Background: an optimization exercise with open tools, aiming at small area and a short achievable clock period. Do not read the settings as production practice.
In this exercise RTL edits were held to simulation tests only and were not proved equivalent to the original.
Power is estimated from default activity; no workload was simulated.

==> flow/design.v (outline; a module is shown in full before it is edited, if it fits) <==
// module koggeStoneAdder: 29 lines
// module partialProductStage: 47 lines
// module adderTreeLevel: 40 lines
// module signedMultiplier: 2090 lines
// module mulFA: 10 lines
// module mulGA: 8 lines
// module mulGO: 8 lines
// module mulBlkA: 11 lines
// module mulBlkO: 11 lines
// module mulHA: 9 lines
module signedMultiplier
(
	input  logic          clk,
	input  logic          arstN,
	input  mulPkg::operandPairT   operands,
	output mulPkg::productResultT result
);
  // ...
==> flow/run.sh <==
#!/bin/bash
# synth_recipe.tcl (not shown) runs the flow's synth.tcl, then flattens the netlist and writes it again
# the make line also repeats each setting of config.mk as NAME=value (left out here)
make -C /OpenROAD-flow-scripts/flow DESIGN_CONFIG=/design/flow/config.mk WORK_HOME=/design/flow/orfs CLKGATE_MAP_FILE= SYNTH_SCRIPT=/design/flow/synth_recipe.tcl finish
==> flow/config.mk <==
export PLATFORM = sky130hd
export DESIGN_NAME = signedMultiplier
export DESIGN_NICKNAME = signedMultiplier
export VERILOG_FILES = /design/flow/design.v
export SDC_FILE = /design/flow/constraint.sdc
export NUM_CORES = 4
export LEC_CHECK = 0
export CAP_MARGIN = 20
export CORE_MARGIN = 2
export CORE_UTILIZATION = 75
export CTS_CLUSTER_DIAMETER = 100
export CTS_CLUSTER_SIZE = 30
export SETUP_SLACK_MARGIN = 1.8
export SLEW_MARGIN = 20
export SYNTH_HIERARCHICAL = 1
==> flow/constraint.sdc <==
create_clock -name core_clock -period 4.0 [get_ports {clk}]
set_input_delay 0.8000 -clock core_clock [delete_from_list [all_inputs] [get_ports {clk}]]
set_output_delay 0.8000 -clock core_clock [all_outputs]
set_load 0.01 [all_outputs]
==> metrics.yaml, run 1 <==
wl_met1_um: 20200
synth_area_leaders: "dfxtp_1 (40%), fa_1 (20%), xnor2_1 (11%)"
portBuffers: 99
initial_utilization_pct: 75.8
clkPwrFrac_pct: 11.2
yosysWarnings: 7
netSwitchingFraction_pct: 38.2
ys_types: 23
final_util_pct: 83.0
place_worst_setup_slack_ns: 1.18
synthAdderAreaFrac_pct: 23.8
clock_buffers: 21
area.share.sequential_pct: 37.8
drt_pass1_iterations: 7
vdd_ir_drop_max_uv: 600
crit_path_start_kind: "flop"
drv_cap: 0
register_area_mm2: 0.00955
wl_per_cell_um: 21.8
r2r-start: "r2_d[11]$_DFF_P_"
final.setup.worst_slack_ns: 1.83
dpl.cell_count: 2273
crit_start: "r2_d[11]$_DFF_P_"
hold_violations: 0
met3_length_um: 4490
min_path_cells: 0
synth_common_cells: "dfxtp_1 (461), xnor2_1 (291), a22oi_1 (240)"
drc: 0
max_freq_mhz: 462
crit_top_cell: "a21oi_4"
status: "timing/DRC/antenna clean"
yosys.area.top_type: "dfxtp_1"
io_pins: 100
root_buffer: "clkbuf_16"
==> inputs of run 2 (changes only) <==
--- a/flow/config.mk
+++ b/flow/config.mk
@@ -7,7 +7,7 @@
 export LEC_CHECK = 0
 export CAP_MARGIN = 20
 export CORE_MARGIN = 2
-export CORE_UTILIZATION = 75
+export CORE_UTILIZATION = 40
 export CTS_CLUSTER_DIAMETER = 100
 export CTS_CLUSTER_SIZE = 30
 export SETUP_SLACK_MARGIN = 1.8
==> run 2 against run 1 <==
  * Still clean
  * Cell count is 17% higher
  * Flip-flop and latch count stayed put
  * Count of clock-buffer cells in the layout is 4 higher
  * Worst hold slack better by 0.0025 ns
  * Wire length is 5.1% higher
  * Global-route usage is 14 points lower
  * Combinational power is 5.6% lower
  * Fmax is 0.51% higher
  * Via count is 2.0% lower
  * Non-clock buffer count is 10 higher
  * Final area is 2.6% higher
  * Critical path type unchanged
  * Largest cell class unchanged
  * Largest power group unchanged
  * Highest routed layer unchanged
==> metrics.yaml, run 2 <==
p_leak_nw: 9.96  # was 9.90 nW
gp_congestion: 0.863  # was 0.870
synth_area_mm2: 0.0231  # unchanged
clk_latency_ns: 0.59  # was 0.55 ns
critPathTopFamily: "adder cells"  # was compound AO/OA/AOI/OAI gates
wl_um: 53200  # was 50600 um
slew_viol_final: 0  # unchanged
synth-seq-cells: 467  # unchanged
final_cell_mix: "dfxtp_1 (418), xnor2_1 (290), a22oi_1 (240)"  # was dfxtp_1 (408), xnor2_1 (290), a22oi_1 (240)
clockBufferDepth: 3  # unchanged
max_stage_delay_ns: 0.62  # was 0.33 ns
nets: 2293  # was 2280
final_common_cell: "dfxtp_1"  # unchanged
grt_pass1_vias: 15000  # was 14700
finalSetupTns_ns: 0  # unchanged
async_flop_share_pct: 1.28  # unchanged
dpl_cell_area_mm2: 0.0245  # was 0.0240 mm2
min_path_cells: 0  # unchanged
synth_top_area_share_pct: 40.0  # unchanged
die_w_um: 244  # was 179 um
hold_violations: 0  # unchanged
synth_common_cells: "dfxtp_1 (461), xnor2_1 (291), a22oi_1 (240)"  # unchanged
yosys.area.top_type: "dfxtp_1"  # unchanged
crit_path_start_kind: "flop"  # unchanged
drive_gt1_share_pct: 16.7  # was 17.2%
worstRegToRegCells: 5  # was 11
cp_slowest_cell: "fa_1"  # was dfxtp_1
reg_top3: "r1_d: 170 flops, r2_d: 87 flops"  # unchanged
crit_start: "r0_one[6]$_DFF_P_"  # was r2_d[11]$_DFF_P_
vdd_ir_drop_max_uv: 314  # was 600 uV
synth_edf_count: 0  # unchanged
fin_crit_ns: 2.15  # was 2.17 ns
finalInstanceArea_mm2: 0.0259  # was 0.0253 mm2
cts_tree: "built"  # unchanged
dp_hpwl_um: 36400  # was 35100 um
finClkSkew_ns: 0.0280  # was 0.0180 ns
largest_reg_flops: 170  # unchanged
syn_area_per_cell_um2: 12.4  # unchanged
synth.yosys.seq_area_share_pct: 40.7  # unchanged
critPathBufInv: 1  # was 3
cp-end-kind: "flop"  # unchanged
setup.worst_path.class: "reg -> reg"  # unchanged
grt_max_degree: 32  # unchanged
grt_pass1_wl_um: 83800  # was 78900 um
hold_path_class: "reg -> reg"  # unchanged
setup-violations-final: 0  # unchanged
r2r-start: "r0_one[6]$_DFF_P_"  # was r2_d[11]$_DFF_P_
drt_pass1_iterations: 6  # was 7
path_max_fanout: 16  # was 7
critPathArrivalTime_ns: 2.66  # was 2.63 ns
cts_inserted_buffers: 22  # was 19
crit_top_cell: "fa_1"  # was a21oi_4
grt_use_total_pct: 17.8  # was 31.8%
root_buffer: "clkbuf_16"  # unchanged
num_vias: 13800  # was 14100
syn2layout_area_growth_pct: 12.4  # was 9.54%
portBuffers: 99  # unchanged
initial_utilization_pct: 40.2  # was 75.8%
drv_cap: 0  # unchanged
drc: 0  # unchanged
synth_area_leaders: "dfxtp_1 (40%), fa_1 (20%), xnor2_1 (11%)"  # unchanged
yosysWarnings: 7  # unchanged
status: "timing/DRC/antenna clean"  # unchanged
p_total_mw: 19.9  # was 20.0 mW
synthFlopType: "dfxtp_1"  # unchanged
overflow: 0  # unchanged
cts_sinks: 467  # unchanged
synthCells: 1853  # unchanged
dieArea_mm2: 0.0596  # was 0.0322 mm2
row_count: 88  # was 64
drtIter0Drc: 986  # was 1299
htreeDepth: 1  # unchanged
holdBufCountCts: 0  # unchanged
ant_nets: 0  # unchanged
grt_antenna_before_repair: 0  # unchanged
slew_headroom_pct: 59.8  # was 63.5%
finalCritPeriodShare_pct: 53.9  # was 54.1%
yosysMostFrequentCell: "dfxtp_1"  # unchanged
io_pins: 100  # unchanged
die_h_um: 244  # was 179 um
powerDensity_mw_per_mm2: 767  # was 792 mW/mm2
top_register: "r1_d"  # unchanged
min-delay-start: "r3_p[20]$_DFF_P_"  # was r3_p[22]$_DFF_P_
clk_pin_slew_ns: 0.12  # was 0.11 ns
ys_types: 23  # unchanged
rsz0062_at_grt: "true"  # was false
worst_pin_slew_ns: 0.603  # was 0.547 ns
wl_per_cell_um: 19.6  # was 21.8 um
cp_cell_sequence: "buf_6 > a22oi_1 > xnor2_1 > fa_1 > fa_1"  # was ha_1 > a21oi_4 > o21ai_2 > a21oi_4 > o21ai_4 > buf_4 > a21oi_4 > buf_12 > inv_4 > a21oi_2 > xnor2_1
max_freq_mhz: 464  # was 462 MHz
viasPerCell: 5.09  # was 6.06
core_mm2: 0.0574  # was 0.0304 mm2
required_ns: 4.51  # was 4.46 ns
critical_path_depth: 5  # was 11
## run 2: cell counts after synthesis
No cell type changed its count.
## run 2: cells by family after synthesis
| family | after synthesis | synth area share, % |
|---|---|---|
| AO/OA/AOI/OAI | 412 | 14.2 |
| XOR/XNOR | 357 | 13.6 |
| AND/OR/NAND/NOR | 102 | 1.97 |
| other | 1 | 0.0163 |
| buffers and inverters | 210 | 5.78 |
| adder cells (fa/ha/maj) | 304 | 23.8 |
| flip-flops | 467 | 40.7 |
## run 2: area by class of cell
cell class / instances / area, um2
multi-input cells: 1183 / 12600
diodes: 1 / 2.50
clock buffers: 25 / 583
clock inverters: 7 / 149
well taps: 765 / 957
inverters: 65 / 246
flip-flops and latches: 467 / 9530
repair buffers: 199 / 1840
fillers: 5244 / 31400
## run 2: path summary, 6_finish.rpt
path	end	slack (ns)
min in group asynchronous	valid[0]$_DFF_PN0_	0.45
worst max register to register	r1_d[75]$_DFF_P_	1.85
worst max-delay path	r1_d[75]$_DFF_P_	1.85
max in group asynchronous	valid[4]$_DFF_PN0_	3.36
worst min register to register	r4_p[20]$_DFF_P_	0.33
worst min-delay path	r4_p[20]$_DFF_P_	0.33
## run 2: per-stage QoR
stage               util, %  hold slack (ns)  instances  setup slack [ns]
detailed placement     42.7            0.312       2648              1.01
CTS                    44.4            0.331       2689              1.80
global route           45.2            0.340       2711              1.78
finish                 45.2            0.333       2712              1.85
floorplan                 -            0.310       1860              1.82
global placement       42.7            0.311       2648              1.10
## run 2: layer usage
| layer | global-route usage, % | wire, um | part of all wire (%) | vias to the layer above |
|---|---|---|---|---|
| met3 | 5.11 | 4690 | 8.8 | 74 |
| met5 | 0 | 0 | 0 | - |
| met4 | 4.48 | 935 | 1.8 | 0 |
| li1 | - | - | - | 6327 |
| met2 | 29.4 | 25100 | 47 | 510 |
| met1 | 23.0 | 22500 | 42 | 6896 |
## run 2: repair_timing
action / CTS / global route
gates cloned: 0 / 0
setup buffers: 9 / 22
endpoints found under the setup margin: 214 / 57
resized for setup: 140 / 48
pin swaps: 5 / 9
## run 2: power by group
part           leakage, nW  total (mW)  internal [mW]  switching [mW]
sequential            3.97        7.83           6.87           0.960
combinational         5.63        9.30           4.35            4.95
clock                0.352        2.74           1.18            1.57
## run 2: Yosys stat by module, one instance, submodules excluded
| module | flops+latches | cells | area (um2) |
|---|---|---|---|
| mulHA | 0 | 1 | 12.5 |
| mulBlkO | 0 | 2 | 12.5 |
| mulFA | 0 | 1 | 20.0 |
| signedMultiplier | 467 | 1381 | 16600 |
| mulGO | 0 | 1 | 5.00 |
| mulBlkA | 0 | 2 | 12.5 |
| mulGA | 0 | 1 | 8.76 |
==> inputs of run 3 (changes only) <==
--- a/flow/config.mk
+++ b/flow/config.mk
@@ -10,6 +10,7 @@
 export CORE_UTILIZATION = 40
 export CTS_CLUSTER_DIAMETER = 100
 export CTS_CLUSTER_SIZE = 30
+export PLACE_DENSITY = 0.7
 export SETUP_SLACK_MARGIN = 1.8
 export SLEW_MARGIN = 20
 export SYNTH_HIERARCHICAL = 1
==> run 3 against run 2 <==
  * Count of clock-buffer cells in the layout unchanged
  * Still clean on timing, DRC and antenna
  * Wire length decreased by 1.1%
  * Register-to-register slack got worse by 0.04 ns
  * Area after synthesis unchanged
  * Critical path depth unchanged
  * Via count increased by 2.1%
  * Total power increased by 1.2%
  * Fmax decreased by 1.9%
  * Clock skew increased by 0.013 ns
  * Flip-flop and latch count unchanged
  * Worst hold slack got worse by 0.018 ns
==> metrics.yaml, run 3 <==
initial_utilization_pct: 40.2  # unchanged
final_common_cell: "dfxtp_1"  # unchanged
yosysWarnings: 7  # unchanged
reg_top3: "r1_d: 170 flops, r2_d: 87 flops"  # unchanged
clkPwrFrac_pct: 13.4  # was 13.8%
finalSetupTns_ns: 0  # unchanged
clk_latency_ns: 0.60  # was 0.59 ns
hold_violations: 0  # unchanged
drive_gt1_share_pct: 17.6  # was 16.7%
seqPwrFrac_pct: 39.1  # was 39.4%
root_buffer: "clkbuf_16"  # unchanged
register_area_mm2: 0.00954  # was 0.00953 mm2
path_max_fanout: 16  # unchanged
setup.worst_path.class: "reg -> reg"  # unchanged
grt_pass1_wl_um: 81400  # was 83800 um
cp-end-kind: "flop"  # unchanged
die_w_um: 244  # unchanged
final_util_pct: 45.3  # was 45.2%
slew_viol_final: 0  # unchanged
gp_congestion: 0.875  # was 0.863
power.switching_mw: 7.61  # was 7.47 mW
rsz0062_at_grt: "true"  # unchanged
synth_edf_count: 0  # unchanged
status: "timing/DRC/antenna clean"  # unchanged
required_ns: 4.45  # was 4.51 ns
critPathArrivalTime_ns: 2.65  # was 2.66 ns
crit_path_start_kind: "flop"  # unchanged
nets: 2287  # was 2293
synth_area_mm2: 0.0231  # unchanged
grt_use_total_pct: 17.2  # was 17.8%
dieArea_mm2: 0.0596  # unchanged
final_cell_mix: "dfxtp_1 (412), xnor2_1 (290), a22oi_1 (240)"  # was dfxtp_1 (418), xnor2_1 (290), a22oi_1 (240)
drv_cap: 0  # unchanged
dp_hpwl_um: 35700  # was 36400 um
slew_headroom_pct: 61.0  # was 59.8%
viasPerCell: 5.21  # was 5.09
netSwitchingFraction_pct: 37.8  # was 37.6%
diodes: 0  # was 1
finClkSkew_ns: 0.0415  # was 0.0280 ns
yosys.area_share.simple_pct: 1.97  # unchanged
setup-violations-final: 0  # unchanged
drt_pass1_iterations: 8  # was 6
num_vias: 14100  # was 13800
async_flop_share_pct: 1.28  # unchanged
clk_pin_slew_ns: 0.11  # was 0.12 ns
yosys.area.top_type: "dfxtp_1"  # unchanged
grt_antenna_before_repair: 1  # was 0
synth_top_family_by_area: "adder cells"  # unchanged
max_freq_mhz: 455  # was 464 MHz
nFillCells: 5133  # was 5244
powerDensity_mw_per_mm2: 773  # was 767 mW/mm2
hold_path_class: "reg -> reg"  # unchanged
die_h_um: 244  # unchanged
ant_nets: 0  # unchanged
worst_pin_slew_ns: 0.586  # was 0.603 ns
wl_per_cell_um: 19.4  # was 19.6 um
portBuffers: 99  # unchanged
drc: 0  # unchanged
core_mm2: 0.0574  # unchanged
synth-seq-cells: 467  # unchanged
ys_types: 23  # unchanged
holdBufCountCts: 0  # unchanged
top_register: "r1_d"  # unchanged
synth_compound_area_share_pct: 14.2  # unchanged
drtIter0Drc: 1155  # was 986
syn_area_per_cell_um2: 12.4  # unchanged
wl_um: 52600  # was 53200 um
vdd_ir_drop_max_uv: 362  # was 314 uV
cts_inserted_buffers: 22  # unchanged
finalCritPeriodShare_pct: 54.9  # was 53.9%
synth.mux.area_fraction_pct: 0  # unchanged
cts_sinks: 467  # unchanged
syn2layout_area_growth_pct: 12.7  # was 12.4%
fin_crit_ns: 2.20  # was 2.15 ns
overflow: 0  # unchanged
synthCells: 1853  # unchanged
multi_input_area_mm2: 0.0127  # was 0.0126 mm2
grt_max_degree: 32  # unchanged
cts_tree: "built"  # unchanged
yosysMostFrequentCell: "dfxtp_1"  # unchanged
synthFlopType: "dfxtp_1"  # unchanged
synthAdderAreaFrac_pct: 23.8  # unchanged
synthXorXnorAreaFrac_pct: 13.6  # unchanged
p_leak_nw: 9.93  # was 9.96 nW
grt_pass1_vias: 15100  # was 15000
htreeDepth: 1  # unchanged
power.internal_mw: 12.5  # was 12.4 mW
clockBufferDepth: 3  # unchanged
synth.yosys.seq_area_share_pct: 40.7  # unchanged
io_pins: 100  # unchanged
synth_area_leaders: "dfxtp_1 (40%), fa_1 (20%), xnor2_1 (11%)"  # unchanged
synth_common_cells: "dfxtp_1 (461), xnor2_1 (291), a22oi_1 (240)"  # unchanged
power_frac_comb_pct: 47.5  # was 46.8%
synth_top_area_share_pct: 40.0  # unchanged
row_count: 88  # unchanged
largest_reg_flops: 170  # unchanged
p_total_mw: 20.1  # was 19.9 mW
-- run 3: cell counts after synthesis --
Identical to the previous run, type by type.
-- run 3: cells by family after synthesis --
| logic type | after synthesis |
|---|---|
| compound gates | 412 |
| xor+xnor | 357 |
| fa+ha+maj | 304 |
| buf+inv | 210 |
| flops | 467 |
| other cells | 1 |
| simple gates | 102 |
-- run 3: metal layers --
metal / track usage [%] / up-vias / share of wire, %
met3: 4.89 / 141 / 9.7
li1: - / 6304 / -
met4: 6.33 / 2 / 3.4
met1: 22.3 / 6993 / 41
met5: 0 / - / 0.034
met2: 27.4 / 654 / 46
-- run 3: path summary, 6_finish.rpt --
path	start	endpoint	slack, ns	cells after the start
worst max-delay path	r0_two[3]$_DFF_P_	r1_d[103]$_DFF_P_	1.80	5
worst min-delay path	r2_d[3]$_DFF_P_	r3_p[3]$_DFF_P_	0.32	0
worst max register to register	r0_two[3]$_DFF_P_	r1_d[103]$_DFF_P_	1.80	5
worst min register to register	r2_d[3]$_DFF_P_	r3_p[3]$_DFF_P_	0.32	0
max in group asynchronous	arstN	valid[5]$_DFF_PN0_	3.38	1
min in group asynchronous	arstN	valid[0]$_DFF_PN0_	0.42	1
-- run 3: cell type report --
class                   count  area share [%]
inverters                  65           0.948
flip-flops and latches    467            36.7
well taps                 765            3.68
clock buffers              25            2.28
clock inverters             7           0.481
repair buffers            193            6.99
multi-input cells        1183            48.9
-- run 3: power groups by stage --
stage	combinational (mW)	sequential [mW]	clock [mW]
4_1_cts	9.14	7.86	2.80
5_1_grt	10.9	8.08	2.96
3_5_place_dp	8.97	7.97	0
3_3_place_gp	8.68	7.91	0
6_report	9.55	7.87	2.69
2_1_floorplan	6.30	7.69	0
-- run 3: what timing repair did --
action / in CTS / in global routing
resized for setup: 150 / 71
pin swaps: 12 / 16
cloned: 0 / 1
endpoints found under the setup margin: 214 / 57
buffers inserted: 5 / 27
-- run 3: worst max-delay path: stages (launching register included) --
cell and delay, ns:
dfxtp_4 0.45, buf_4 0.17, a22oi_1 0.22, xnor2_1 0.18, fa_1 0.52, fa_1 0.51
-- run 3: modules after synthesis, one instance, submodules excluded --
module,flip-flops and latches,copies in the design
mulFA,0,225
signedMultiplier,467,1
mulBlkO,0,23
mulGA,0,25
mulHA,0,67
mulBlkA,0,44
mulGO,0,21
-- run 3: through the flow --
stage / worst slack [ns] / std cells / cell area, um2 / hold WS, ns
after floorplan: 1.82 / 1860 / 23100 / 0.310
after global placement: 1.23 / 2640 / 24400 / 0.313
after detailed placement: 1.12 / 2640 / 24400 / 0.312
after CTS: 1.80 / 2677 / 25400 / 0.318
after global routing: 1.75 / 2705 / 26000 / 0.330
final: 1.80 / 2705 / 26000 / 0.315
==> inputs of run 4 (changes only) <==
--- a/flow/config.mk
+++ b/flow/config.mk
@@ -10,7 +10,7 @@
 export CORE_UTILIZATION = 40
 export CTS_CLUSTER_DIAMETER = 100
 export CTS_CLUSTER_SIZE = 30
-export PLACE_DENSITY = 0.7
+export PLACE_DENSITY = 0.65
 export SETUP_SLACK_MARGIN = 1.8
 export SLEW_MARGIN = 20
 export SYNTH_HIERARCHICAL = 1
==> run 4 against run 3 <==
  * Still clean
  * Clock power rose by 2%
  * Area after synthesis did not move
  * Worst hold slack improved by 0.0048 ns
  * Global-route usage rose by 0.19 points
  * Largest cell class unchanged
  * Critical path depth fell by 1
  * Flip-flop and latch count did not move
  * Highest routed layer is now met4
  * Critical path type unchanged
  * Sequential power barely moved
  * Largest power group unchanged
==> metrics.yaml, run 4 <==
dieArea_mm2: 0.0596  # unchanged
yosys.area.top_type: "dfxtp_1"  # unchanged
largest_reg_flops: 170  # unchanged
fin_crit_ns: 2.17  # was 2.20 ns
max_freq_mhz: 462  # was 455 MHz
crit_path_start_kind: "flop"  # unchanged
viasPerCell: 5.10  # was 5.21
cp-end-kind: "flop"  # unchanged
final.setup.worst_slack_ns: 1.83  # was 1.80 ns
ys_types: 23  # unchanged
yosysMostFrequentCell: "dfxtp_1"  # unchanged
synth-seq-cells: 467  # unchanged
place_worst_setup_slack_ns: 1.25  # was 1.12 ns
num_vias: 13800  # was 14100
hold_path_class: "reg -> reg"  # unchanged
gp_congestion: 0.874  # was 0.875
drv_cap: 0  # unchanged
cts_tree: "built"  # unchanged
dp_hpwl_um: 36100  # was 35700 um
reg_top3: "r1_d: 170 flops, r2_d: 87 flops"  # unchanged
diodes: 0  # unchanged
finalInstanceArea_mm2: 0.0260  # about the same
nFillCells: 5131  # was 5133
required_ns: 4.46  # was 4.45 ns
grt_pass1_vias: 14700  # was 15100
syn_area_per_cell_um2: 12.4  # unchanged
synth_area_mm2: 0.0231  # unchanged
critPathArrivalTime_ns: 2.62  # was 2.65 ns
multi_input_area_mm2: 0.0127  # about the same
wl_per_cell_um: 19.2  # was 19.4 um
finalSetupTns_ns: 0  # unchanged
final_util_pct: 45.4  # was 45.3%
register_area_mm2: 0.00955  # was 0.00954 mm2
wl_um: 51900  # was 52600 um
vdd_ir_drop_max_uv: 338  # was 362 uV
grt_antenna_before_repair: 0  # was 1
p_leak_nw: 9.93  # about the same
initial_utilization_pct: 40.2  # unchanged
path_max_fanout: 17  # was 16
clockBufferDepth: 3  # unchanged
powerDensity_mw_per_mm2: 774  # was 773 mW/mm2
synth_area_leaders: "dfxtp_1 (40%), fa_1 (20%), xnor2_1 (11%)"  # unchanged
setup.worst_path.class: "reg -> reg"  # unchanged
grt_max_degree: 32  # unchanged
dpl.cell_count: 2643  # was 2640
ant_nets: 0  # unchanged
portBuffers: 99  # unchanged
hold_violations: 0  # unchanged
nets: 2288  # was 2287
synth_edf_count: 0  # unchanged
finalCritPeriodShare_pct: 54.2  # was 54.9%
core_mm2: 0.0574  # unchanged
cts_sinks: 467  # unchanged
final_cell_count_no_fill: 2706  # was 2705
async_flop_share_pct: 1.28  # unchanged
p_total_mw: 20.1  # about the same
drt_pass1_iterations: 5  # was 8
syn2layout_area_growth_pct: 12.8  # was 12.7%
hold-worst-slack_ns: 0.320  # was 0.315 ns
final_cell_mix: "dfxtp_1 (407), xnor2_1 (289), a22oi_1 (240)"  # was dfxtp_1 (412), xnor2_1 (290), a22oi_1 (240)
row_count: 88  # unchanged
top_register: "r1_d"  # unchanged
clk_latency_ns: 0.59  # was 0.60 ns
rsz0062_at_grt: "true"  # unchanged
worst_pin_slew_ns: 0.589  # was 0.586 ns
synthCells: 1853  # unchanged
drtIter0Drc: 1097  # was 1155
synth_common_cells: "dfxtp_1 (461), xnor2_1 (291), a22oi_1 (240)"  # unchanged
finClkSkew_ns: 0.0303  # was 0.0415 ns
final_common_cell: "dfxtp_1"  # unchanged
die_h_um: 244  # unchanged
synth.yosys.seq_area_share_pct: 40.7  # unchanged
htreeDepth: 1  # unchanged
die_w_um: 244  # unchanged
yosysWarnings: 7  # unchanged
dpl_cell_area_mm2: 0.0245  # was 0.0244 mm2
grt_pass1_wl_um: 81800  # was 81400 um
status: "timing/DRC/antenna clean"  # unchanged
synthFlopType: "dfxtp_1"  # unchanged
drive_gt1_share_pct: 18.0  # was 17.6%
synth_top_area_share_pct: 40.0  # unchanged
drc: 0  # unchanged
io_pins: 100  # unchanged
setup-violations-final: 0  # unchanged
root_buffer: "clkbuf_16"  # unchanged
slew_headroom_pct: 60.7  # was 61.0%
cts_inserted_buffers: 23  # was 22
overflow: 0  # unchanged
grt_use_total_pct: 17.4  # was 17.2%
slew_viol_final: 0  # unchanged
clk_pin_slew_ns: 0.10  # was 0.11 ns
==> run 4: cell counts after synthesis <==
Identical to the previous run, type by type.
==> run 4: layout make-up <==
class                      instances  share of cell area [%]
tap                              765                    3.68
clock inverter                     8                   0.630
inverter                          65                   0.952
multi-input combinational       1183                    49.0
sequential                       467                    36.7
timing repair buffer             193                    6.75
clock buffer                      25                    2.28
==> run 4: path summary, 6_finish.rpt <==
path                                   start                  to  slack, ns  cells past startpoint
setup reg to reg           r0_neg[0]$_DFF_P_    r1_d[40]$_DFF_P_       1.83                      4
setup / recovery           r0_neg[0]$_DFF_P_    r1_d[40]$_DFF_P_       1.83                      4
hold reg to reg              r4_p[5]$_DFF_P_     r5_p[5]$_DFF_P_       0.32                      0
max in group asynchronous              arstN  valid[1]$_DFF_PN0_       3.35                      1
min in group asynchronous              arstN  valid[0]$_DFF_PN0_       0.44                      1
hold / removal               r4_p[5]$_DFF_P_     r5_p[5]$_DFF_P_       0.32                      0
==> run 4: Yosys stat by module, one instance, submodules excluded <==
module	cells inside	cell area [um2]	flip-flops and latches
mulBlkA	2	12.5	0
mulBlkO	2	12.5	0
mulFA	1	20.0	0
mulGA	1	8.76	0
mulGO	1	5.00	0
mulHA	1	12.5	0
signedMultiplier	1381	16600	467
==> run 4: where the power goes <==
group | switching, mW | internal (mW)
combinational | 5.04 | 4.47
sequential | 0.989 | 6.88
clock | 1.60 | 1.15
==> run 4: critical path, stage by stage (launching register included) <==
cell	delay, ns
dfxtp_2	0.53
buf_6	0.28
xnor2_1	0.13
fa_1	0.65
fa_1	0.46
==> run 4: logic make-up after synthesis <==
| family | count (synthesis) | synth area share [%] |
|---|---|---|
| AOI/OAI and AO/OA | 412 | 14.2 |
| other | 1 | 0.0163 |
| adders and majority gates | 304 | 23.8 |
| and+or+nand+nor | 102 | 1.97 |
| DFF | 467 | 40.7 |
| xor gates and xnor gates | 357 | 13.6 |
| buffers and inverters | 210 | 5.78 |
==> run 4: per-layer routing <==
layer  part of all wire [%]  vias to the layer above  track usage, %
met5                      0                        -               0
met4                    2.7                        0            5.58
met3                    8.9                       91            3.80
met2                     45                      558            27.8
met1                     43                     6824            23.5
li1                       -                     6317               -
==> run 4: what timing repair did <==
item	4_1_cts	5_1_grt
endpoints found under the setup margin	209	71
pin swaps	11	19
hold buffers	0	0
setup buffers	10	19
resized for setup	147	74
cloned	0	1
==> inputs of run 5 (changes only) <==
--- a/flow/config.mk
+++ b/flow/config.mk
@@ -7,10 +7,9 @@
 export LEC_CHECK = 0
 export CAP_MARGIN = 20
 export CORE_MARGIN = 2
-export CORE_UTILIZATION = 40
+export CORE_UTILIZATION = 55
 export CTS_CLUSTER_DIAMETER = 100
 export CTS_CLUSTER_SIZE = 30
-export PLACE_DENSITY = 0.65
 export SETUP_SLACK_MARGIN = 1.8
 export SLEW_MARGIN = 20
 export SYNTH_HIERARCHICAL = 1
==> run 5 against run 4 <==
  * Still clean on timing, DRC and antenna
  * Clock power shrank 19%
  * Clock skew shrank 0.015 ns
  * Worst setup slack gained 0.016 ns
  * Synthesized cell count is the same
  * Fmax grew 0.73%
  * Sequential power is essentially flat
==> metrics.yaml, run 5 <==
p_leak_nw: 9.85  # was 9.93 nW
worstRegToRegCells: 11  # was 4
dp_hpwl_um: 35700  # was 36100 um
cp_slowest_cell: "dfxtp_2"  # was fa_1
synth_area_leaders: "dfxtp_1 (40%), fa_1 (20%), xnor2_1 (11%)"  # unchanged
synth.yosys.seq_area_share_pct: 40.7  # unchanged
slew_headroom_pct: 60.1  # was 60.7%
fin_crit_ns: 2.15  # was 2.17 ns
finalCritPeriodShare_pct: 53.8  # was 54.2%
root_buffer: "clkbuf_16"  # unchanged
netSwitchingFraction_pct: 37.5  # was 37.9%
synth_area_mm2: 0.0231  # unchanged
largest_reg_flops: 170  # unchanged
wl_met2_um: 23200  # was 23600 um
setup-violations-final: 0  # unchanged
viasPerCell: 5.54  # was 5.10
portBuffers: 99  # unchanged
grt_pass1_vias: 14200  # was 14700
grt_max_degree: 32  # unchanged
p_total_mw: 19.5  # was 20.1 mW
power.switching_mw: 7.33  # was 7.63 mW
cts_sinks: 467  # unchanged
num_vias: 13700  # was 13800
grt_pass1_wl_um: 80700  # was 81800 um
final_common_cell: "dfxtp_1"  # unchanged
synth_common_cells: "dfxtp_1 (461), xnor2_1 (291), a22oi_1 (240)"  # unchanged
cts_inserted_buffers: 19  # was 23
clk_pin_slew_ns: 0.11  # was 0.10 ns
wl_met1_um: 22800  # was 22300 um
r2r-start: "r2_d[13]$_DFF_P_"  # was r0_neg[0]$_DFF_P_
drive_gt1_share_pct: 17.3  # was 18.0%
yosysMostFrequentCell: "dfxtp_1"  # unchanged
critPathArrivalTime_ns: 2.59  # was 2.62 ns
synth-seq-cells: 467  # unchanged
finalSetupTns_ns: 0  # unchanged
clockBufferDepth: 3  # unchanged
synth_edf_count: 0  # unchanged
htreeDepth: 1  # unchanged
drt_pass1_iterations: 5  # unchanged
path_max_fanout: 6  # was 17
synthFlopType: "dfxtp_1"  # unchanged
clk_latency_ns: 0.55  # was 0.59 ns
io_pins: 100  # unchanged
hold_violations: 0  # unchanged
r2r_slack_ns: 1.85  # was 1.83 ns
worst_pin_slew_ns: 0.598  # was 0.589 ns
wl_per_cell_um: 20.4  # was 19.2 um
overflow: 0  # unchanged
nFillCells: 3405  # was 5131
register_area_mm2: 0.00953  # was 0.00955 mm2
max_stage_delay_ns: 0.34  # was 0.65 ns
power.internal_mw: 12.2  # was 12.5 mW
multi_input_area_mm2: 0.0127  # about the same
synthCells: 1853  # unchanged
cts_tree: "built"  # unchanged
reg_top3: "r1_d: 170 flops, r2_d: 87 flops"  # unchanged
syn2layout_area_growth_pct: 10.4  # was 12.8%
initial_utilization_pct: 55.4  # was 40.2%
required_ns: 4.44  # was 4.46 ns
finClkSkew_ns: 0.0154  # was 0.0303 ns
core_mm2: 0.0417  # was 0.0574 mm2
hold_path_class: "reg -> reg"  # unchanged
max_freq_mhz: 465  # was 462 MHz
yosysWarnings: 7  # unchanged
crit_path_start_kind: "flop"  # unchanged
ant_nets: 0  # unchanged
syn_area_per_cell_um2: 12.4  # unchanged
crit_top_cell: "a21oi_4"  # was fa_1
setup.worst_path.class: "reg -> reg"  # unchanged
gp_congestion: 0.818  # was 0.874
min_delay_worst_endpoint: "r4_p[30]$_DFF_P_"  # was r5_p[5]$_DFF_P_
final_cell_mix: "dfxtp_1 (412), xnor2_1 (291), a22oi_1 (240)"  # was dfxtp_1 (407), xnor2_1 (289), a22oi_1 (240)
die_h_um: 209  # was 244 um
cp-end-kind: "flop"  # unchanged
ys_types: 23  # unchanged
grt_antenna_before_repair: 0  # unchanged
grt_use_total_pct: 23.6  # was 17.4%
rsz0062_at_grt: "true"  # unchanged
synth_top_area_share_pct: 40.0  # unchanged
nets: 2291  # was 2288
min-delay-start: "r3_p[30]$_DFF_P_"  # was r4_p[5]$_DFF_P_
slew_viol_final: 0  # unchanged
reg2reg_to: "r3_p[45]$_DFF_P_"  # was r1_d[40]$_DFF_P_
yosys.area.top_type: "dfxtp_1"  # unchanged
clkPwrFrac_pct: 11.4  # was 13.7%
top_register: "r1_d"  # unchanged
powerDensity_mw_per_mm2: 767  # was 774 mW/mm2
met3_length_um: 3670  # was 4610 um
cp_cell_sequence: "ha_4 > a21oi_4 > o21ai_2 > a21oi_4 > o21ai_4 > buf_12 > a21oi_4 > buf_12 > buf_8 > o21ai_1 > xor2_1"  # was buf_6 > xnor2_1 > fa_1 > fa_1
power_frac_comb_pct: 48.5  # was 47.3%
row_count: 75  # was 88
drc: 0  # unchanged
wl_um: 50600  # was 51900 um
diodes: 0  # unchanged
top_layer: "met4"  # unchanged
drv_cap: 0  # unchanged
min_path_cells: 0  # unchanged
dieArea_mm2: 0.0436  # was 0.0596 mm2
drtIter0Drc: 1042  # was 1097
vdd_ir_drop_max_uv: 461  # was 338 uV
seqPwrFrac_pct: 40.1  # was 39.1%
async_flop_share_pct: 1.28  # unchanged
status: "timing/DRC/antenna clean"  # unchanged
die_w_um: 209  # was 244 um
run 5: cell type report:
class | instances | share of cell area, %
Clock buffer | 23 | 1.93
Clock inverter | 2 | 0.0639
Inverter | 65 | 0.983
Multi-Input combinational cell | 1183 | 49.8
Sequential cell | 467 | 37.4
Tap cell | 539 | 2.65
Timing Repair Buffer | 200 | 7.13
run 5: how the worst max path moves through the flow:
stage | to | startpoint | slack [ns] | cells after the start
floorplan | r3_p[37]$_DFF_P_ | r2_d[9]$_DFF_P_ | 1.82 | 9
global placement | r3_p[43]$_DFF_P_ | r2_d[9]$_DFF_P_ | 1.11 | 9
detailed placement | r3_p[46]$_DFF_P_ | r2_d[9]$_DFF_P_ | 1.06 | 9
CTS | r1_d[87]$_DFF_P_ | r0_neg[11]$_DFF_P_ | 1.80 | 4
global route | r3_p[44]$_DFF_P_ | r2_d[7]$_DFF_P_ | 1.77 | 11
finish | r3_p[45]$_DFF_P_ | r2_d[13]$_DFF_P_ | 1.85 | 11
run 5: metal layers:
layer  up-vias  track usage, %
met5         -               0
met4         0            5.54
met3        69            4.81
met2       444            37.5
met1      6908            33.4
li1       6315               -
run 5: power groups by stage:
stage	combinational (mW)	clock (mW)	sequential, mW
after global routing	10.8	2.49	8.05
after CTS	9.38	2.34	7.88
after detailed placement	8.96	0	7.93
after floorplan	6.30	0	7.69
after global placement	8.82	0	7.89
final	9.47	2.23	7.84
run 5: cell families after synthesis:
kind of cell | synth area share [%]
other | 0.0163
buffers and inverters | 5.78
AO/OA/AOI/OAI | 14.2
XOR/XNOR | 13.6
adder cells (fa/ha/maj) | 23.8
flip-flops | 40.7
AND/OR/NAND/NOR | 1.97
run 5: critical path, delay by kind of cell (launching register included):
| kind | cells | cell delay (ns) |
|---|---|---|
| AO/OA/AOI/OAI | 6 | 0.86 |
| flip-flops | 1 | 0.34 |
| adder cells (fa/ha/maj) | 1 | 0.26 |
| buffers and inverters | 3 | 0.41 |
| XOR/XNOR | 1 | 0.16 |
run 5: timing repair:
item / 4_1_cts / 5_1_grt
endpoints found under the setup margin: 201 / 64
cloned: 0 / 1
resized for setup: 154 / 42
hold buffers: 0 / 0
buffers inserted: 12 / 15
pin swaps: 9 / 10
run 5: through the flow:
step	util (%)	area (um2)	cells	hold WS [ns]	setup WS, ns
finish	61.1	25500	2479	0.330	1.85
global route	61.1	25500	2479	0.336	1.77
CTS	60.4	25200	2463	0.334	1.80
detailed placement	58.2	24200	2426	0.312	1.06
global placement	58.2	24200	2426	0.310	1.11
floorplan	-	23100	1860	0.310	1.82
run 5: Yosys stat by module (local to each module, per instance):
module | cell area (um2) | times used | flops+latches
mulBlkA | 12.5 | 44 | 0
mulBlkO | 12.5 | 23 | 0
mulFA | 20.0 | 225 | 0
mulGA | 8.76 | 25 | 0
mulGO | 5.00 | 21 | 0
mulHA | 12.5 | 67 | 0
signedMultiplier | 16600 | 1 | 467
==> inputs of run 6 (changes only) <==
--- a/flow/config.mk
+++ b/flow/config.mk
@@ -7,9 +7,9 @@
 export LEC_CHECK = 0
 export CAP_MARGIN = 20
 export CORE_MARGIN = 2
-export CORE_UTILIZATION = 55
+export CORE_UTILIZATION = 40
 export CTS_CLUSTER_DIAMETER = 100
 export CTS_CLUSTER_SIZE = 30
-export SETUP_SLACK_MARGIN = 1.8
+export SETUP_SLACK_MARGIN = 1.85
 export SLEW_MARGIN = 20
 export SYNTH_HIERARCHICAL = 1
==> run 6 against run 5 <==
  * Clock skew is 0.0037 ns higher
  * Fmax is 0.47% lower
  * Synthesized cell count stayed put
  * First-iteration DRC count is 10% higher
  * Worst hold slack worse by 0.0061 ns
  * Final area is 4.3% higher
  * Cell count is 11% higher
  * Count of clock-buffer cells in the layout is 3 higher
  * Flip-flop and latch count stayed put
  * Critical path type unchanged
  * Largest power group unchanged
==> metrics.yaml, run 6 <==
syn_area_per_cell_um2: 12.4  # unchanged
slew_viol_final: 0  # unchanged
yosys.area_share.simple_pct: 1.97  # unchanged
nets: 2333  # was 2291
cp-end-kind: "flop"  # unchanged
core_mm2: 0.0574  # was 0.0417 mm2
min_path_cells: 0  # unchanged
place_worst_setup_slack_ns: 1.29  # was 1.06 ns
dp_hpwl_um: 37500  # was 35700 um
yosysMostFrequentCell: "dfxtp_1"  # unchanged
max_freq_mhz: 463  # was 465 MHz
final_common_cell: "dfxtp_1"  # unchanged
synth_common_cells: "dfxtp_1 (461), xnor2_1 (291), a22oi_1 (240)"  # unchanged
crit_start: "r0_neg[10]$_DFF_P_"  # was r2_d[13]$_DFF_P_
worstRegToRegCells: 4  # was 11
synthXorXnorAreaFrac_pct: 13.6  # unchanged
root_buffer: "clkbuf_16"  # unchanged
grt_use_total_pct: 17.7  # was 23.6%
synth_area_mm2: 0.0231  # unchanged
grt_pass1_vias: 14500  # was 14200
diodes: 0  # unchanged
crit_path_start_kind: "flop"  # unchanged
rsz0062_at_grt: "true"  # unchanged
clockBufferDepth: 3  # unchanged
io_pins: 100  # unchanged
gp_congestion: 0.854  # was 0.818
viasPerCell: 5.10  # was 5.54
top_register: "r1_d"  # unchanged
synth_area_leaders: "dfxtp_1 (40%), fa_1 (20%), xnor2_1 (11%)"  # unchanged
drc: 0  # unchanged
path_max_fanout: 26  # was 6
synth_compound_area_share_pct: 14.2  # unchanged
synthCells: 1853  # unchanged
wl_per_cell_um: 19.8  # was 20.4 um
synthFlopType: "dfxtp_1"  # unchanged
cts_inserted_buffers: 22  # was 19
finalSetupTns_ns: 0  # unchanged
ys_types: 23  # unchanged
holdBufCountCts: 0  # unchanged
ant_nets: 0  # unchanged
synth_top_area_share_pct: 40.0  # unchanged
setup.worst_path.class: "reg -> reg"  # unchanged
setup-violations-final: 0  # unchanged
finClkSkew_ns: 0.0191  # was 0.0154 ns
synth.mux.area_fraction_pct: 0  # unchanged
crit_path_end: "r1_d[84]$_DFF_P_"  # was r3_p[45]$_DFF_P_
async_flop_share_pct: 1.28  # unchanged
portBuffers: 99  # unchanged
htreeDepth: 1  # unchanged
drive_gt1_share_pct: 20.0  # was 17.3%
grt_pass1_wl_um: 82700  # was 80700 um
final_cell_count_no_fill: 2754  # was 2479
num_vias: 14000  # was 13700
final.setup.worst_slack_ns: 1.84  # was 1.85 ns
reg2reg_to: "r1_d[84]$_DFF_P_"  # was r3_p[45]$_DFF_P_
p_leak_nw: 10.2  # was 9.85 nW
drtIter0Drc: 1147  # was 1042
cts_sinks: 467  # unchanged
final_cell_mix: "dfxtp_1 (417), xnor2_1 (287), a22oi_1 (234)"  # was dfxtp_1 (412), xnor2_1 (291), a22oi_1 (240)
hold_path_class: "reg -> reg"  # unchanged
row_count: 88  # was 75
finalCritPeriodShare_pct: 54.0  # was 53.8%
synth_top_family_by_area: "adder cells"  # unchanged
initial_utilization_pct: 40.2  # was 55.4%
die_w_um: 244  # was 209 um
clk_pin_slew_ns: 0.11  # about the same
synth.yosys.seq_area_share_pct: 40.7  # unchanged
reg_top3: "r1_d: 170 flops, r2_d: 87 flops"  # unchanged
clk_latency_ns: 0.58  # was 0.55 ns
status: "timing/DRC/antenna clean"  # unchanged
synth_edf_count: 0  # unchanged
critPathArrivalTime_ns: 2.59  # about the same
drv_cap: 0  # unchanged
nFillCells: 5173  # was 3405
multi_input_area_mm2: 0.0128  # was 0.0127 mm2
overflow: 0  # unchanged
die_h_um: 244  # was 209 um
worst_pin_slew_ns: 0.599  # was 0.598 ns
r2r-start: "r0_neg[10]$_DFF_P_"  # was r2_d[13]$_DFF_P_
dieArea_mm2: 0.0596  # was 0.0436 mm2
powerDensity_mw_per_mm2: 763  # was 767 mW/mm2
wl_um: 54700  # was 50600 um
synthAdderAreaFrac_pct: 23.8  # unchanged
syn2layout_area_growth_pct: 15.2  # was 10.4%
register_area_mm2: 0.00953  # about the same
grt_antenna_before_repair: 0  # unchanged
drt_pass1_iterations: 8  # was 5
r2r_slack_ns: 1.84  # was 1.85 ns
slew_headroom_pct: 60.1  # about the same
fin_crit_ns: 2.16  # was 2.15 ns
largest_reg_flops: 170  # unchanged
dpl.cell_count: 2647  # was 2426
vdd_ir_drop_max_uv: 401  # was 461 uV
yosys.area.top_type: "dfxtp_1"  # unchanged
hold_violations: 0  # unchanged
yosysWarnings: 7  # unchanged
synth-seq-cells: 467  # unchanged
cts_tree: "built"  # unchanged
required_ns: 4.43  # was 4.44 ns
grt_max_degree: 32  # unchanged
## run 6: cell types whose count changed in the layout (fill, tap and decap cells not counted), sizes merged
cell    delta
buf       +40
clkinv     +3
inv        +4
clkbuf     +2
## run 6: Yosys stat by module (local to each module, per instance)
| module | times used | cell area (um2) | cells | flip-flops and latches |
|---|---|---|---|---|
| mulGO | 21 | 5.00 | 1 | 0 |
| mulBlkO | 23 | 12.5 | 2 | 0 |
| mulBlkA | 44 | 12.5 | 2 | 0 |
| signedMultiplier | 1 | 16600 | 1381 | 467 |
| mulHA | 67 | 12.5 | 1 | 0 |
| mulFA | 225 | 20.0 | 1 | 0 |
| mulGA | 25 | 8.76 | 1 | 0 |
## run 6: stage by stage
step / total power [mW] / hold slack [ns] / cell area, um2 / utilization (%)
final: 20.3 / 0.324 / 26600 / 46.3
after global routing: 22.1 / 0.327 / 26600 / 46.3
after CTS: 20.1 / 0.329 / 25800 / 44.9
after detailed placement: 17.0 / 0.312 / 24500 / 42.7
after global placement: 16.7 / 0.311 / 24500 / 42.7
after floorplan: 14.0 / 0.310 / 23100 / -
## run 6: cells by family after synthesis
logic type / count (synthesis)
buffers and inverters: 210
other: 1
flip-flops: 467
adder cells (fa/ha/maj): 304
AO/OA/AOI/OAI: 412
AND/OR/NAND/NOR: 102
XOR/XNOR: 357
## run 6: worst min-delay path by stage
stage                     slack (ns)              start                to
after floorplan                 0.31  r1_d[166]$_DFF_P_  r2_d[82]$_DFF_P_
after global placement          0.31   r3_p[25]$_DFF_P_  r4_p[25]$_DFF_P_
after detailed placement        0.31   r3_p[23]$_DFF_P_  r4_p[23]$_DFF_P_
after CTS                       0.33   r3_p[25]$_DFF_P_  r4_p[25]$_DFF_P_
after global routing            0.33   r3_p[21]$_DFF_P_  r4_p[21]$_DFF_P_
final                           0.32   r3_p[21]$_DFF_P_  r4_p[21]$_DFF_P_
## run 6: what timing repair did
item / in CTS / in global routing
pin swaps: 15 / 20
setup endpoints to repair: 209 / 68
resized for setup: 166 / 79
setup buffers: 28 / 44
## run 6: area by class of cell
cell class,count,share of cell area (%)
flip-flops and latches,467,35.9
clock buffers,26,2.21
multi-input cells,1183,48.2
inverters,65,0.960
well taps,765,3.60
repair buffers,239,8.65
clock inverters,9,0.466
## run 6: routing by layer
layer	vias to the layer above	global-route usage, %	routed length (um)
met5	-	0	0
met2	532	27.9	24900
met1	7007	23.9	23400
met3	90	4.93	5070
met4	0	4.84	1310
li1	6414	-	-
## run 6: worst max-delay path, cell delays in order, from the launching register on
cell	delay (ns)
dfxtp_1	0.33
buf_4	0.48
xnor2_1	0.18
fa_1	0.46
fa_1	0.53
## run 6: power breakdown
| group | internal, mW | switching [mW] |
|---|---|---|
| clock | 1.12 | 1.59 |
| sequential | 6.87 | 0.960 |
| combinational | 4.59 | 5.14 |
==> inputs of run 7 (changes only) <==
==> flow/flow/run.sh (new file) <==
#!/bin/bash
set -e
export BUFFER_PORTS_ARGS="-buffer_cell sky130_fd_sc_hd__buf_2"
bash standard.sh > standard_flow.log 2>&1
==> flow/standard.sh (new file) <==
#!/bin/bash
# synth_recipe.tcl (not shown) runs the flow's synth.tcl, then flattens the netlist and writes it again
# the make line also repeats each setting of config.mk as NAME=value (left out here)
make -C /OpenROAD-flow-scripts/flow DESIGN_CONFIG=/design/flow/config.mk WORK_HOME=/design/flow/orfs CLKGATE_MAP_FILE= SYNTH_SCRIPT=/design/flow/synth_recipe.tcl "${@:-finish}"
--- a/flow/config.mk
+++ b/flow/config.mk
@@ -10,6 +10,6 @@
 export CORE_UTILIZATION = 40
 export CTS_CLUSTER_DIAMETER = 100
 export CTS_CLUSTER_SIZE = 30
-export SETUP_SLACK_MARGIN = 1.85
+export SETUP_SLACK_MARGIN = 1.8
 export SLEW_MARGIN = 20
 export SYNTH_HIERARCHICAL = 1
removed: flow/run.sh
==> run 7 against run 6 <==
  * Still clean
  * Cell count shrank 1.2%
  * Count of clock-buffer cells in the layout shrank 2
  * Non-clock buffer count fell by 32
  * Fmax decreased by 1.0%
  * First-iteration DRC count shrank 6.2%
  * Global-route usage is essentially flat
  * Area after synthesis unchanged
  * Utilization down 1.8 points
  * Clock power is 6% lower
  * Largest power group unchanged
==> metrics.yaml, run 7 <==
synth.yosys.seq_area_share_pct: 40.7  # unchanged
ant_nets: 0  # unchanged
use_met2_pct: 28.6  # was 27.9%
num_vias: 13900  # was 14000
cts_inserted_buffers: 21  # was 22
wl_per_cell_um: 19.8  # about the same
dpl.cell_count: 2643  # was 2647
syn2layout_area_growth_pct: 10.7  # was 15.2%
grt_antenna_before_repair: 6  # was 0
async_flop_share_pct: 1.28  # unchanged
grt_use_total_pct: 17.7  # about the same
grt_pass1_wl_um: 82900  # was 82700 um
largest_reg_flops: 170  # unchanged
dp_hpwl_um: 36200  # was 37500 um
final_common_cell: "dfxtp_1"  # unchanged
register_area_mm2: 0.00953  # about the same
drt_pass1_iterations: 8  # unchanged
drc: 0  # unchanged
worstRegToRegCells: 5  # was 4
viasPerCell: 5.11  # was 5.10
yosysWarnings: 7  # unchanged
holdBufCountCts: 0  # unchanged
synthXorXnorAreaFrac_pct: 13.6  # unchanged
synth_common_cells: "dfxtp_1 (461), xnor2_1 (291), a22oi_1 (240)"  # unchanged
yosysMostFrequentCell: "dfxtp_1"  # unchanged
worst_pin_slew_ns: 0.581  # was 0.599 ns
cp-end-kind: "flop"  # unchanged
overflow: 0  # unchanged
synth_top_family_by_area: "adder cells"  # unchanged
htreeDepth: 1  # unchanged
grt_pass1_vias: 14800  # was 14500
drtIter0Drc: 1076  # was 1147
r2r_slack_ns: 1.82  # was 1.84 ns
yosys.area_share.simple_pct: 1.97  # unchanged
use_met1_pct: 24.1  # was 23.9%
place_worst_setup_slack_ns: 1.05  # was 1.29 ns
yosys.area.top_type: "dfxtp_1"  # unchanged
max_freq_mhz: 458  # was 463 MHz
die_h_um: 244  # unchanged
rsz0062_at_grt: "true"  # unchanged
synthCells: 1853  # unchanged
final_cell_mix: "dfxtp_1 (418), xnor2_1 (290), a22oi_1 (240)"  # was dfxtp_1 (417), xnor2_1 (287), a22oi_1 (234)
wl_um: 54000  # was 54700 um
p_leak_nw: 9.93  # was 10.2 nW
syn_area_per_cell_um2: 12.4  # unchanged
row_count: 88  # unchanged
dpl_cell_area_mm2: 0.0240  # was 0.0245 mm2
root_buffer: "clkbuf_16"  # unchanged
busiest_layer: "met2"  # unchanged
clk_pin_slew_ns: 0.11  # about the same
finClkSkew_ns: 0.0358  # was 0.0191 ns
die_w_um: 244  # unchanged
portBuffers: 99  # unchanged
status: "timing/DRC/antenna clean"  # unchanged
reg2reg_to: "r1_d[75]$_DFF_P_"  # was r1_d[84]$_DFF_P_
required_ns: 4.41  # was 4.43 ns
nets: 2300  # was 2333
finalSetupTns_ns: 0  # unchanged
final.setup.worst_slack_ns: 1.82  # was 1.84 ns
synth-seq-cells: 467  # unchanged
synth_edf_count: 0  # unchanged
initial_utilization_pct: 40.2  # unchanged
finalInstanceArea_mm2: 0.0255  # was 0.0266 mm2
core_mm2: 0.0574  # unchanged
reg_top3: "r1_d: 170 flops, r2_d: 87 flops"  # unchanged
path_max_fanout: 24  # was 26
fin_crit_ns: 2.18  # was 2.16 ns
synth_area_mm2: 0.0231  # unchanged
grt_util_met3_pct: 3.42  # was 4.93%
synth_area_leaders: "dfxtp_1 (40%), fa_1 (20%), xnor2_1 (11%)"  # unchanged
cts_tree: "built"  # unchanged
finalCritPeriodShare_pct: 54.6  # was 54.0%
drv_cap: 0  # unchanged
slew_viol_final: 0  # unchanged
synth.mux.area_fraction_pct: 0  # unchanged
io_pins: 100  # unchanged
synthAdderAreaFrac_pct: 23.8  # unchanged
synthFlopType: "dfxtp_1"  # unchanged
setup-violations-final: 0  # unchanged
clk_latency_ns: 0.58  # about the same
clockBufferDepth: 3  # unchanged
r2r-start: "r0_a[15]$_DFF_P_"  # was r0_neg[10]$_DFF_P_
powerDensity_mw_per_mm2: 767  # was 763 mW/mm2
slew_headroom_pct: 61.3  # was 60.1%
drive_gt1_share_pct: 22.1  # was 20.0%
final_cell_count_no_fill: 2720  # was 2754
dieArea_mm2: 0.0596  # unchanged
crit_path_start_kind: "flop"  # unchanged
synth_compound_area_share_pct: 14.2  # unchanged
synth_top_area_share_pct: 40.0  # unchanged
vdd_ir_drop_max_uv: 300  # was 401 uV
hold_path_class: "in -> async"  # was reg -> reg
setup.worst_path.class: "reg -> reg"  # unchanged
grt_max_degree: 32  # unchanged
top_register: "r1_d"  # unchanged
gp_congestion: 0.828  # was 0.854
critPathArrivalTime_ns: 2.59  # about the same
multi_input_area_mm2: 0.0126  # was 0.0128 mm2
nFillCells: 5303  # was 5173
hold_violations: 0  # unchanged
cts_sinks: 467  # unchanged
ys_types: 23  # unchanged
p_total_mw: 19.6  # was 20.3 mW
-- run 7: worst max-delay path by stage --
| stage | to | from | slack [ns] | cells past startpoint |
|---|---|---|---|---|
| final | r1_d[75]$_DFF_P_ | r0_a[15]$_DFF_P_ | 1.82 | 5 |
| after global routing | r1_d[45]$_DFF_P_ | r0_a[15]$_DFF_P_ | 1.73 | 5 |
| after floorplan | r3_p[37]$_DFF_P_ | r2_d[9]$_DFF_P_ | 1.82 | 9 |
| after detailed placement | r3_p[46]$_DFF_P_ | r2_d[9]$_DFF_P_ | 1.05 | 9 |
| after global placement | r3_p[42]$_DFF_P_ | r2_d[9]$_DFF_P_ | 1.11 | 9 |
| after CTS | r3_p[46]$_DFF_P_ | r2_d[43]$_DFF_P_ | 1.80 | 10 |
-- run 7: cells by family after synthesis --
kind of cell	Yosys count
flops	467
compound gates	412
xor+xnor	357
fa+ha+maj	304
buf+inv	210
simple gates	102
other cells	1
-- run 7: layout make-up --
class,instances,area share (%)
diodes,2,0.0196
inverters,65,0.956
multi-input cells,1183,49.3
flip-flops and latches,467,37.3
well taps,765,3.75
clock buffers,24,2.18
repair buffers,207,6.11
clock inverters,7,0.328
-- run 7: timing repair --
action / CTS / global route
gates resized for setup: 83 / 54
cloned: 0 / 1
pin swaps: 3 / 12
setup buffers: 9 / 34
endpoints found under the setup margin: 162 / 62
-- run 7: per-stage QoR --
step	utilization, %	hold WS (ns)
floorplan	-	0.310
global placement	41.8	0.310
detailed placement	41.8	0.312
CTS	43.4	0.00807
global route	44.5	0.0105
finish	44.5	0.0338
-- run 7: routing by layer --
layer	share of wire (%)	routed length, um	up-vias
met5	0.089	48	-
met4	2.4	1320	8
met3	7.6	4120	98
met2	47	25300	530
met1	43	23200	6916
li1	-	-	6347
-- run 7: critical path: stages (launching register included) --
cell     delay (ns)
dfxtp_1        0.41
buf_12         0.22
a22oi_2        0.12
xnor2_1        0.24
fa_1           0.48
fa_1           0.54
-- run 7: power breakdown --
| part | leakage, nW | total (mW) | internal, mW | switching [mW] |
|---|---|---|---|---|
| Clock | 0.309 | 2.54 | 1.04 | 1.50 |
| Sequential | 3.97 | 7.80 | 6.87 | 0.937 |
| Combinational | 5.65 | 9.25 | 4.26 | 4.98 |
-- run 7: Yosys stat by module (local to each module, per instance) --
module	cell area, um2	flip-flops and latches
mulBlkA	12.5	0
mulBlkO	12.5	0
mulFA	20.0	0
mulGA	8.76	0
mulGO	5.00	0
mulHA	12.5	0
signedMultiplier	16600	467

static timing again, ports no longer ideal:
In the flow no input, the clock included, has a driving cell. The finished layouts below were timed again as built, in two steps.
Step 1 assumes that a clkbuf_16 drives the clock port and a buf_2 every other input.
Step 2 also shifts input and output timing later by t, the mid clock arrival at the registers, as if the neighbouring blocks saw the same clock.
Three values: no drivers, after step 1, after step 2; two values: the first two.
| run | t (ns) | setup WS [ns] | hold slack, ns | clock arrival spread, ns | worst slew at a driven data input, ns | cell pins on the clock port's net |
|---|---|---|---|---|---|---|
| run 1 | 0.589 | 1.834 / 1.834 / 1.834 | 0.331 / 0.331 / 0.331 | 0.020 / 0.020 | 0.06 | 1 |
| run 2 | 0.628 | 1.845 / 1.845 / 1.845 | 0.333 / 0.333 / 0.333 | 0.038 / 0.038 | 0.09 | 1 |
| run 3 | 0.635 | 1.804 / 1.804 / 1.804 | 0.315 / 0.315 / 0.315 | 0.043 / 0.043 | 0.05 | 1 |
| run 4 | 0.634 | 1.834 / 1.834 / 1.834 | 0.320 / 0.320 / 0.320 | 0.031 / 0.030 | 0.05 | 1 |
| run 5 | 0.603 | 1.849 / 1.849 / 1.849 | 0.330 / 0.330 / 0.330 | 0.019 / 0.019 | 0.06 | 1 |
| run 6 | 0.629 | 1.839 / 1.839 / 1.839 | 0.324 / 0.324 / 0.324 | 0.021 / 0.021 | 0.08 | 1 |
| run 7 | 0.617 | 1.817 / 1.817 / 1.817 | 0.034 / -0.001 / 0.329 | 0.036 / 0.036 | 0.10 | 1 |
After both steps setup and hold are still met in every run listed.
